Source: an optimization exercise on an open RTL-to-GDS flow (aim: small area, a short achievable clock period and few clock cycles per item). Production flows keep margins and buffers that such runs may drop. No functional check of the RTL was part of any run shown here.

==> flow/run.sh <==
#!/bin/bash
# synth_recipe.tcl (not shown) runs the flow's synth.tcl, then flattens the netlist and writes it again
# the make line also repeats each setting of config.mk as NAME=value (left out here)
make -C /OpenROAD-flow-scripts/flow DESIGN_CONFIG=/design/flow/config.mk WORK_HOME=/design/flow/orfs CLKGATE_MAP_FILE= SYNTH_SCRIPT=/design/flow/synth_recipe.tcl finish
==> flow/config.mk <==
export PLATFORM = sky130hd
export DESIGN_NAME = tpu_top
export DESIGN_NICKNAME = tpu_top
export VERILOG_FILES = /design/flow/design.v
export SDC_FILE = /design/flow/constraint.sdc
export NUM_CORES = 4
export LEC_CHECK = 0
export CAP_MARGIN = 20
export CORE_MARGIN = 2
export CORE_UTILIZATION = 40
export PLACE_DENSITY = 0.6
export SLEW_MARGIN = 20
==> flow/constraint.sdc <==
create_clock -name core_clock -period 5.0 [get_ports {clk}]
set_input_delay 1.0000 -clock core_clock [delete_from_list [all_inputs] [get_ports {clk}]]
set_output_delay 1.0000 -clock core_clock [all_outputs]
set_load 0.01 [all_outputs]
==> flow/design.v <==
package tpu_pkg;
        localparam int ARRAY_DIM  = 4;
        localparam int DATA_WIDTH = 8;
        typedef logic [DATA_WIDTH-1:0] elem_t;
endpackage
`timescale 1ns/10ps
module tpu_pe
(
        input  logic [3:0] one,
        input  logic [3:0] two,
        input  logic [3:0] neg,
        input  logic [7:0] b_in,
        input  logic [7:0] acc_s,
        input  logic [7:0] acc_c,
        output logic [7:0] sum_s,
        output logic [7:0] sum_c
);
        logic pp1, pp2, pp3, pp4, pp5, pp6, pp7, pp8, pp9, pp10, pp11, pp12, pp13, pp14, pp15, pp16, pp17, pp18, pp19, pp20, s21, c22, s23, c24, s25, c26, s27, c28, s29, c30, s31, c32, s33, c34, s35, c36, s37, c38, s39, c40, s41, c42, s43, c44, s45, c46, s47, c48, s49, c50, s51, c52, x53, x54, x55, x56, x57, x58, x59, x60;
        assign pp1 = ((one[0] & b_in[0]) | (two[0] & 1'b0)) ^ neg[0];
        assign pp2 = ((one[0] & b_in[1]) | (two[0] & b_in[0])) ^ neg[0];
        assign pp3 = ((one[0] & b_in[2]) | (two[0] & b_in[1])) ^ neg[0];
        assign pp4 = ((one[0] & b_in[3]) | (two[0] & b_in[2])) ^ neg[0];
        assign pp5 = ((one[0] & b_in[4]) | (two[0] & b_in[3])) ^ neg[0];
        assign pp6 = ((one[0] & b_in[5]) | (two[0] & b_in[4])) ^ neg[0];
        assign pp7 = ((one[0] & b_in[6]) | (two[0] & b_in[5])) ^ neg[0];
        assign pp8 = ((one[0] & b_in[7]) | (two[0] & b_in[6])) ^ neg[0];
        assign pp9 = ((one[1] & b_in[0]) | (two[1] & 1'b0)) ^ neg[1];
        assign pp10 = ((one[1] & b_in[1]) | (two[1] & b_in[0])) ^ neg[1];
        assign pp11 = ((one[1] & b_in[2]) | (two[1] & b_in[1])) ^ neg[1];
        assign pp12 = ((one[1] & b_in[3]) | (two[1] & b_in[2])) ^ neg[1];
        assign pp13 = ((one[1] & b_in[4]) | (two[1] & b_in[3])) ^ neg[1];
        assign pp14 = ((one[1] & b_in[5]) | (two[1] & b_in[4])) ^ neg[1];
        assign pp15 = ((one[2] & b_in[0]) | (two[2] & 1'b0)) ^ neg[2];
        assign pp16 = ((one[2] & b_in[1]) | (two[2] & b_in[0])) ^ neg[2];
        assign pp17 = ((one[2] & b_in[2]) | (two[2] & b_in[1])) ^ neg[2];
        assign pp18 = ((one[2] & b_in[3]) | (two[2] & b_in[2])) ^ neg[2];
        assign pp19 = ((one[3] & b_in[0]) | (two[3] & 1'b0)) ^ neg[3];
        assign pp20 = ((one[3] & b_in[1]) | (two[3] & b_in[0])) ^ neg[3];
        assign s21 = acc_c[0] ^ acc_s[0] ^ neg[0];
        assign c22 = (acc_c[0] & acc_s[0]) | (acc_c[0] & neg[0]) | (acc_s[0] & neg[0]);
        assign s23 = acc_c[1] ^ acc_s[1] ^ pp2;
        assign c24 = (acc_c[1] & acc_s[1]) | (acc_c[1] & pp2) | (acc_s[1] & pp2);
        assign s25 = acc_c[2] ^ acc_s[2] ^ neg[1];
        assign c26 = (acc_c[2] & acc_s[2]) | (acc_c[2] & neg[1]) | (acc_s[2] & neg[1]);
        assign s27 = pp3 ^ pp9 ^ s25;
        assign c28 = (pp3 & pp9) | (pp3 & s25) | (pp9 & s25);
        assign s29 = acc_c[3] ^ acc_s[3] ^ pp10;
        assign c30 = (acc_c[3] & acc_s[3]) | (acc_c[3] & pp10) | (acc_s[3] & pp10);
        assign s31 = pp4 ^ c26 ^ s29;
        assign c32 = (pp4 & c26) | (pp4 & s29) | (c26 & s29);
        assign s33 = acc_c[4] ^ acc_s[4] ^ neg[2];
        assign c34 = (acc_c[4] & acc_s[4]) | (acc_c[4] & neg[2]) | (acc_s[4] & neg[2]);
        assign s35 = pp11 ^ pp15 ^ pp5;
        assign c36 = (pp11 & pp15) | (pp11 & pp5) | (pp15 & pp5);
        assign s37 = s33 ^ c30 ^ s35;
        assign c38 = (s33 & c30) | (s33 & s35) | (c30 & s35);
        assign s39 = acc_c[5] ^ acc_s[5] ^ pp12;
        assign c40 = (acc_c[5] & acc_s[5]) | (acc_c[5] & pp12) | (acc_s[5] & pp12);
        assign s41 = pp16 ^ pp6 ^ c34;
        assign c42 = (pp16 & pp6) | (pp16 & c34) | (pp6 & c34);
        assign s43 = c36 ^ s39 ^ s41;
        assign c44 = (c36 & s39) | (c36 & s41) | (s39 & s41);
        assign s45 = acc_c[6] ^ acc_s[6] ^ neg[3];
        assign c46 = (acc_c[6] & acc_s[6]) | (acc_c[6] & neg[3]) | (acc_s[6] & neg[3]);
        assign s47 = pp13 ^ pp17 ^ pp19;
        assign c48 = (pp13 & pp17) | (pp13 & pp19) | (pp17 & pp19);
        assign s49 = pp7 ^ s45 ^ c40;
        assign c50 = (pp7 & s45) | (pp7 & c40) | (s45 & c40);
        assign s51 = s47 ^ c42 ^ s49;
        assign c52 = (s47 & c42) | (s47 & s49) | (c42 & s49);
        assign x53 = acc_c[7] ^ acc_s[7];
        assign x54 = x53 ^ pp14;
        assign x55 = pp18 ^ pp20;
        assign x56 = pp8 ^ c46;
        assign x57 = x54 ^ x55;
        assign x58 = x56 ^ c48;
        assign x59 = x57 ^ x58;
        assign x60 = c50 ^ x59;
        assign sum_s[0] = pp1;
        assign sum_c[0] = s21;
        assign sum_s[1] = c22;
        assign sum_c[1] = s23;
        assign sum_s[2] = c24;
        assign sum_c[2] = s27;
        assign sum_s[3] = c28;
        assign sum_c[3] = s31;
        assign sum_s[4] = c32;
        assign sum_c[4] = s37;
        assign sum_s[5] = c38;
        assign sum_c[5] = s43;
        assign sum_s[6] = c44;
        assign sum_c[6] = s51;
        assign sum_s[7] = x60;
        assign sum_c[7] = c52;
endmodule
`timescale 1ns/10ps
module tpu_top
(
        input  logic clk,
        input  logic rst_n,
        input  logic in_valid,
        input  logic [31:0] a,
        input  logic [31:0] b,
        input  logic out_ready,
        output logic in_ready,
        output logic [31:0] out,
        output logic out_valid,
        output logic done
);
        localparam int N = 4;
        localparam int W = 8;
        logic [N*W-1:0] a_r, b_r;        
        logic           v_r;             
        logic [1:0]     k_r;             
        logic [1:0]     kin;             
        logic           acc_full;        
        logic [2:0]     ocnt;            
        logic [N*W-1:0] obuf [N];
        logic [N*W-1:0] c_row [N];       
        logic ob_free, xfer, s2_ok, adv2, in_fire, out_fire, first;
        assign ob_free  = (ocnt == 3'd0) || ((ocnt == 3'd1) && out_ready);
        assign xfer     = acc_full && ob_free;
        assign s2_ok    = (k_r != 2'd0) || !acc_full || ob_free;
        assign adv2     = v_r && s2_ok;
        assign in_ready = !v_r || s2_ok;
        assign in_fire  = in_valid && in_ready;
        assign out_valid = (ocnt != 3'd0);
        assign out_fire  = out_valid && out_ready;
        assign out       = obuf[3'd4 - ocnt];
        assign first = (k_r == 2'd0);
        always_ff @(posedge clk or negedge rst_n) begin
                if (!rst_n) begin
                        v_r      <= 1'b0;
                        kin      <= 2'd0;
                        acc_full <= 1'b0;
                        ocnt     <= 3'd0;
                        done     <= 1'b0;
                end else begin
                        done <= out_fire && (ocnt == 3'd1);
                        if (in_ready) begin
                                v_r <= in_valid;
                        end
                        if (in_fire) begin
                                kin <= kin + 2'd1;
                        end
                        if (adv2 && (k_r == 2'd3)) begin
                                acc_full <= 1'b1;
                        end else if (xfer) begin
                                acc_full <= 1'b0;
                        end
                        if (xfer) begin
                                ocnt <= 3'd4;
                        end else if (out_fire) begin
                                ocnt <= ocnt - 3'd1;
                        end
                end
        end
        always_ff @(posedge clk) begin
                if (in_ready) begin
                        a_r <= a;
                        b_r <= b;
                        k_r <= kin;
                end
        end
        always_ff @(posedge clk) begin
                if (xfer) begin
                        for (int r = 0; r < N; r++) begin
                                obuf[r] <= c_row[r];
                        end
                end
        end
        for (genvar i = 0; i < N; i++) begin : g_row
                logic [W:0] ax;
                logic [3:0] one, two, neg;
                assign ax = {a_r[(N-1-i)*W +: W], 1'b0};
                for (genvar r = 0; r < 4; r++) begin : g_dig
                        assign one[r] = ax[2*r+1] ^ ax[2*r];
                        assign two[r] = (ax[2*r+2] & ~ax[2*r+1] & ~ax[2*r]) |
                                        (~ax[2*r+2] & ax[2*r+1] & ax[2*r]);
                        assign neg[r] = ax[2*r+2];
                end
                for (genvar j = 0; j < N; j++) begin : g_col
                        logic [W-1:0] acc_s, acc_c, sum_s, sum_c;
                        tpu_pe u_pe (
                                .one   (one),
                                .two   (two),
                                .neg   (neg),
                                .b_in  (b_r[(N-1-j)*W +: W]),
                                .acc_s (first ? 8'd0 : acc_s),
                                .acc_c (first ? 8'd0 : acc_c),
                                .sum_s (sum_s),
                                .sum_c (sum_c)
                        );
                        always_ff @(posedge clk) begin
                                if (adv2) begin
                                        acc_s <= sum_s;
                                        acc_c <= sum_c;
                                end
                        end
                        assign c_row[i][(N-1-j)*W +: W] = acc_s + acc_c;
                end
        end
endmodule
==> flow_metrics.tcl, run 1 <==
set metrics [dict create \
    yosys_register_bits 458 \
    die_x_um 300 \
    yosysWarnings 3 \
    ys.flop_type "edfxtp_1" \
    critPathLaunchType "flip-flop" \
    status "complete, no violations" \
    numCtsBuffers 55 \
    area_growth_pct 11.8 \
    cts_tree "built" \
    nets 3708 \
    clk_pin_slew_ns 0.06 \
    fin_cells 4451 \
    drc 0 \
    ctsHtreeMaxLevel 2 \
    drtPass1Iterations 9 \
    grt_overflow 0 \
    dpl.hpwl_um 74200 \
    ctsHoldBuffers 0 \
    num-fill-cells 8116 \
    grt_first_pass_wirelength_um 159000 \
    worstSetupEndpointType "primary output" \
    ios 103 \
    clk_latency_ns 0.65 \
    start_util 0.403 \
    cp_max_fo 19 \
    syn_avg_cell_area_um2 10.8 \
    die_y_um 300 \
    diodes 0 \
    grt_use_total 0.238 \
    setup_viol 0 \
    drive_gt1_frac 0.0640 \
    wl_um 107000 \
    dieArea_um2 89800 \
    critPathArrivalTime_ns 3.27 \
    syn-num-nets 3705 \
    rows 108 \
    core_um2 86800 \
    ys_seq_area_frac 0.392 \
    async_reset_ff_frac 0.0175 \
    rsz0062_at_grt "no" \
    cts_buffer_depth 3 \
    slew_headroom 0.257 \
    wl_per_cell_um 24.0 \
    synth-edff-count 450 \
    mostFrequentLayoutCell "edfxtp_1" \
    place_congestion 0.865 \
    fin_util 0.450 \
    period_needed_ns 4.27 \
    antenna_left 0 \
    pre_cts_ws_ns 1.04 \
    cp.required_ns 4.00 \
    layout_setup_ws_ns 0.728 \
    drtIter0Drc 2614 \
    grt_pass1_vias 23800 \
    maxCapViolations 0 \
    antenna_found_initial 5 \
    worst_slew_pin_slew_ns 1.11 \
    clock-sinks 458 \
    hold_path_class "reg -> reg" \
    syn_inst 3248 \
    dp.cells 4349 \
    grt_start_max_net_pins 69 \
    cts-root-buf "clkbuf_16" \
    slew_violations 0 \
    via_per_inst 5.54 \
    most-common-layout-cells "edfxtp_1, nand2_1, inv_1" \
    fmax_mhz 234 \
    port_buffers 102 \
    path_class "reg -> out" \
    synth_area_um2 35000 \
    cts_resized 0 \
    period_share 0.854 \
    postCtsSetupRepairBufs 0 \
    route.vias.total 24700 \
    final.setup_skew_ns 0.0274 \
    finalHoldViolations 0 \
    synth_cell_type_count 57 \
]
-- per-stage QoR --
step	instance area (µm²)	TNS (ns)	hold slack (ns)
after detailed placement	37300	0	0.521
after CTS	39100	0	0.535
after global placement	37300	0	0.527
after floorplan	35000	-132.56	0.441
after global routing	39100	0	0.599
final	39100	0	0.537
-- worst paths after layout --
check,slack (ns),cells after the start,to,from
min reg2reg,0.54,2,ocnt[1],ocnt[1]
min,0.54,2,ocnt[1],ocnt[1]
min in group asynchronous,0.64,1,ocnt[1],rst_n
max in group asynchronous,4.08,1,v_r,rst_n
max reg2reg,1.29,12,g_row[2].g_col[1].acc_s[7],a_r[9]
max,0.73,6,out[19],ocnt[1]
-- cell usage after synthesis, types with 13 or more instances --
cell,count,area share
edfxtp_1,450,0.39
o21bai_1,13,0.0028
and2_1,139,0.025
a21oi_1,145,0.021
nor3_1,18,0.0026
mux2i_1,128,0.037
clkbuf_1,147,0.016
a22o_1,36,0.0090
xor2_1,58,0.015
nand3_1,18,0.0026
nor2_1,169,0.018
a211oi_1,27,0.0058
nand2b_1,24,0.0043
buf_2,46,0.0066
buf_1,56,0.0060
o41ai_1,16,0.0040
a221oi_1,63,0.016
fa_1,272,0.16
nand2_1,328,0.035
o22ai_1,19,0.0034
inv_1,293,0.031
a21o_1,34,0.0073
a22oi_1,111,0.024
o21ai_0,68,0.0097
nor2b_1,38,0.0068
ha_1,117,0.042
maj3_1,19,0.0054
xnor2_1,264,0.066
a222oi_1,32,0.0092
o21a_1,17,0.0037
-- kinds of logic after synthesis --
| logic type | share of synthesized area |
|---|---|
| XOR/XNOR | 0.0825 |
| buffers and inverters | 0.0618 |
| flip-flops | 0.392 |
| adder cells (fa/ha/maj) | 0.203 |
| AND/OR/NAND/NOR | 0.0979 |
| multiplexers | 0.0378 |
| AO/OA/AOI/OAI | 0.125 |
-- flip-flops by register name, summed over array words and instances, names as in the netlist --
name / flops
b_r: 32
ocnt: 3
g_row.g_col.acc_c: 128
v_r: 1
k_r: 2
g_row.g_col.acc_s: 128
obuf: 128
kin: 2
acc_full: 1
a_r: 32
done: 1
-- worst max-delay path: stages (launching register included) --
cell and delay, ns:
dfrtp_1 0.41, inv_1 0.11, ha_1 0.69, buf_4 0.39, a222oi_1 0.16, mux2i_1 0.26
clkdlybuf4s50_1 0.59
-- per-layer routing --
layer | global-route usage | share of wire | vias to the layer above | routed length [µm]
met4 | 0.0690 | 0.028 | 2 | 3020
met1 | 0.365 | 0.45 | 12100 | 48400
met3 | 0.0465 | 0.10 | 156 | 11000
li1 | - | - | 11200 | -
met5 | 0 | 0.00012 | - | 13
met2 | 0.340 | 0.42 | 1243 | 44600
-- final cells by class --
cell class,instances,area [µm²],share of cell area
clock buffers,65,1410,0.0362
clock inverters,37,382,0.00976
inverters,297,1110,0.0285
multi-input cells,2238,19200,0.490
flip-flops and latches,458,13700,0.351
well taps,1155,1450,0.0370
repair buffers,201,1860,0.0475
==> run 2, diff against run 1 <==
--- a/flow/config.mk
+++ b/flow/config.mk
@@ -9,4 +9,5 @@
 export CORE_MARGIN = 2
 export CORE_UTILIZATION = 40
 export PLACE_DENSITY = 0.6
+export SETUP_SLACK_MARGIN = 1.5
 export SLEW_MARGIN = 20
==> run 2 against run 1 <==
  * Critical endpoint is now out[5]
  * Area after synthesis unchanged
  * Sequential share of layout area is 0.35 points lower
  * Clock-buffer cell count increased by 5
  * Largest cell class unchanged
==> flow_metrics.tcl, run 2 <==
set metrics [dict create \
    min_to "kin[1]" \
    yosysWarnings 3 \
    rows 108 \
    antenna_left 0 \
    hold_start "kin[1]" \
    yosys_register_bits 458 \
    cp_max_fo 10 \
    r2r_start "a_r[17]" \
    die_x_um 300 \
    maxCapViolations 0 \
    dieArea_um2 89800 \
    cts-root-buf "clkbuf_16" \
    layout_setup_ws_ns 1.37 \
    period_needed_ns 3.63 \
    fin_cells 4482 \
    diodes 0 \
    status "complete, no violations" \
    path_class "reg -> out" \
    drc 0 \
    grt_pass1_vias 23500 \
    place_congestion 0.848 \
    cts_buffer_depth 3 \
    clock-sinks 458 \
    slew_violations 0 \
    synth_cell_type_count 57 \
    final.setup_skew_ns 0.0274 \
    synth_area_um2 35000 \
    ys_seq_area_frac 0.392 \
    grt_overflow 0 \
    slew_headroom 0.342 \
    cts_tree "built" \
    clk_pin_slew_ns 0.06 \
    worst_slew_pin_slew_ns 0.986 \
    start_util 0.403 \
    mostFrequentLayoutCell "edfxtp_1" \
    ctsHtreeMaxLevel 2 \
    ios 103 \
    period_share 0.725 \
    async_reset_ff_frac 0.0175 \
    reg2reg_slack_ns 1.61 \
    grt_start_max_net_pins 80 \
    syn_inst 3248 \
    dpl.hpwl_um 72800 \
    fmax_mhz 276 \
    hold_depth 1 \
    drtIter0Drc 3175 \
    synth_commonest_cells "edfxtp_1, nand2_1, inv_1" \
    ys.flop_type "edfxtp_1" \
    critPathLaunchType "flip-flop" \
    antenna_found_initial 0 \
    nets 3743 \
    core_um2 86800 \
    pre_cts_ws_ns 0.964 \
    synth-edff-count 450 \
    critPathArrivalTime_ns 2.63 \
    worstSetupEndpointType "primary output" \
    dp.cells 4343 \
    critPathLaunch "ocnt[0]" \
    hold_path_class "reg -> reg" \
    cp.required_ns 4.00 \
    numCtsBuffers 54 \
    grt_use_total 0.242 \
    finalSetupTns_ns 0 \
    top_regs "g_row.g_col.acc_c x128, g_row.g_col.acc_s x128, obuf x128" \
    r2r_cells 6 \
    clk_latency_ns 0.65 \
    most-common-layout-cells "edfxtp_1, nand2_1, inv_1" \
    drtPass1Iterations 9 \
    drive_gt1_frac 0.0878 \
    port_buffers 102 \
    reg2reg_to "g_row[1].g_col[1].acc_c[4]" \
    synth_top_cell_by_area "edfxtp_1" \
    rsz0062_at_grt "yes" \
    wl_um 108000 \
    netlist_top_cells_area "edfxtp_1, fa_1, xnor2_1, ha_1, mux2i_1" \
    die_y_um 300 \
    area_growth_pct 12.9 \
    wl_per_cell_um 24.2 \
    synth_top_area_frac 0.387 \
    synth.most_common_cell "edfxtp_1" \
    syn-num-nets 3705 \
    via_per_inst 5.49 \
    syn_avg_cell_area_um2 10.8 \
    setup_viol 0 \
    grt_first_pass_wirelength_um 160000 \
    route.vias.total 24600 \
    finalHoldViolations 0 \
]
run 2: cell counts after synthesis:
No cell type changed its count.
run 2: worst max path at each step:
stage	endpoint	slack, ns	depth (start not counted)
after floorplan	g_row[0].g_col[0].acc_c[0]	-0.52	4
after global placement	in_ready	1.00	6
after detailed placement	in_ready	0.96	6
after CTS	out[4]	1.34	6
after global routing	out[13]	1.31	6
final	out[5]	1.37	6
run 2: through the flow:
stage	utilization	area [µm²]	hold slack, ns
6_report	0.455	39500	0.480
5_1_grt	0.455	39500	0.499
4_1_cts	0.453	39300	0.481
3_5_place_dp	0.430	37300	0.472
3_3_place_gp	0.429	37300	0.465
2_1_floorplan	-	35000	0.441
run 2: what timing repair did:
item                                    4_1_cts  5_1_grt
gates cloned                                  3        0
pin swaps                                    34       20
buffers inserted                             20       19
resized for setup                           138       27
endpoints found under the setup margin       58       82
hold buffers                                  0        0
run 2: final cells by class:
| type | count | area, µm² |
|---|---|---|
| repair buffers | 235 | 2130 |
| clock inverters | 27 | 372 |
| well taps | 1155 | 1450 |
| clock buffers | 70 | 1430 |
| multi-input cells | 2240 | 19300 |
| fillers | 8069 | 47300 |
| inverters | 297 | 1120 |
| flip-flops and latches | 458 | 13700 |
run 2: critical path, stage by stage, from the launching register on:
cell and delay, ns:
dfrtp_2 0.44, buf_4 0.16, ha_4 0.19, buf_8 0.15, a222oi_1 0.66, mux2i_1 0.18
buf_2 0.19
run 2: cell families after synthesis:
| family | synth area share |
|---|---|
| simple gates | 0.0979 |
| compound gates | 0.125 |
| buf+inv | 0.0618 |
| flops | 0.392 |
| fa+ha+maj | 0.203 |
| xor+xnor | 0.0825 |
| mux | 0.0378 |
run 2: per-layer routing:
metal / global-route usage / part of all wire
met5: 0 / 0
met4: 0.0650 / 0.028
met3: 0.0586 / 0.11
met2: 0.344 / 0.42
met1: 0.365 / 0.45

==> static timing again, ports no longer ideal <==
Ports are ideal in the flow. The routed layouts listed here were re-timed in OpenROAD.
Step 1: set_driving_cell puts a clkbuf_16 on clk and a buf_2 on each other input, an assumption about the parent block.
Step 2 adds t to the input delays and takes it off the output delays; t is the mean of the earliest and latest rising clock arrival at the registers after step 1. Input paths then give back, and output paths get back, about the clock's delay inside the block.
a / b / c = ideal / step 1 / step 2; a / b = the first two.
| run | t, ns | setup WS [ns] | worst setup path after step 2 | worst slew at a driven data input, ns |
|---|---|---|---|---|
| run 1 | 0.708 | 0.728 / 0.657 / 1.058 | input to output | 0.13 |
| run 2 | 0.706 | 1.373 / 1.309 / 1.584 | input to output | 0.08 |
After both steps setup and hold are still met in every run listed.
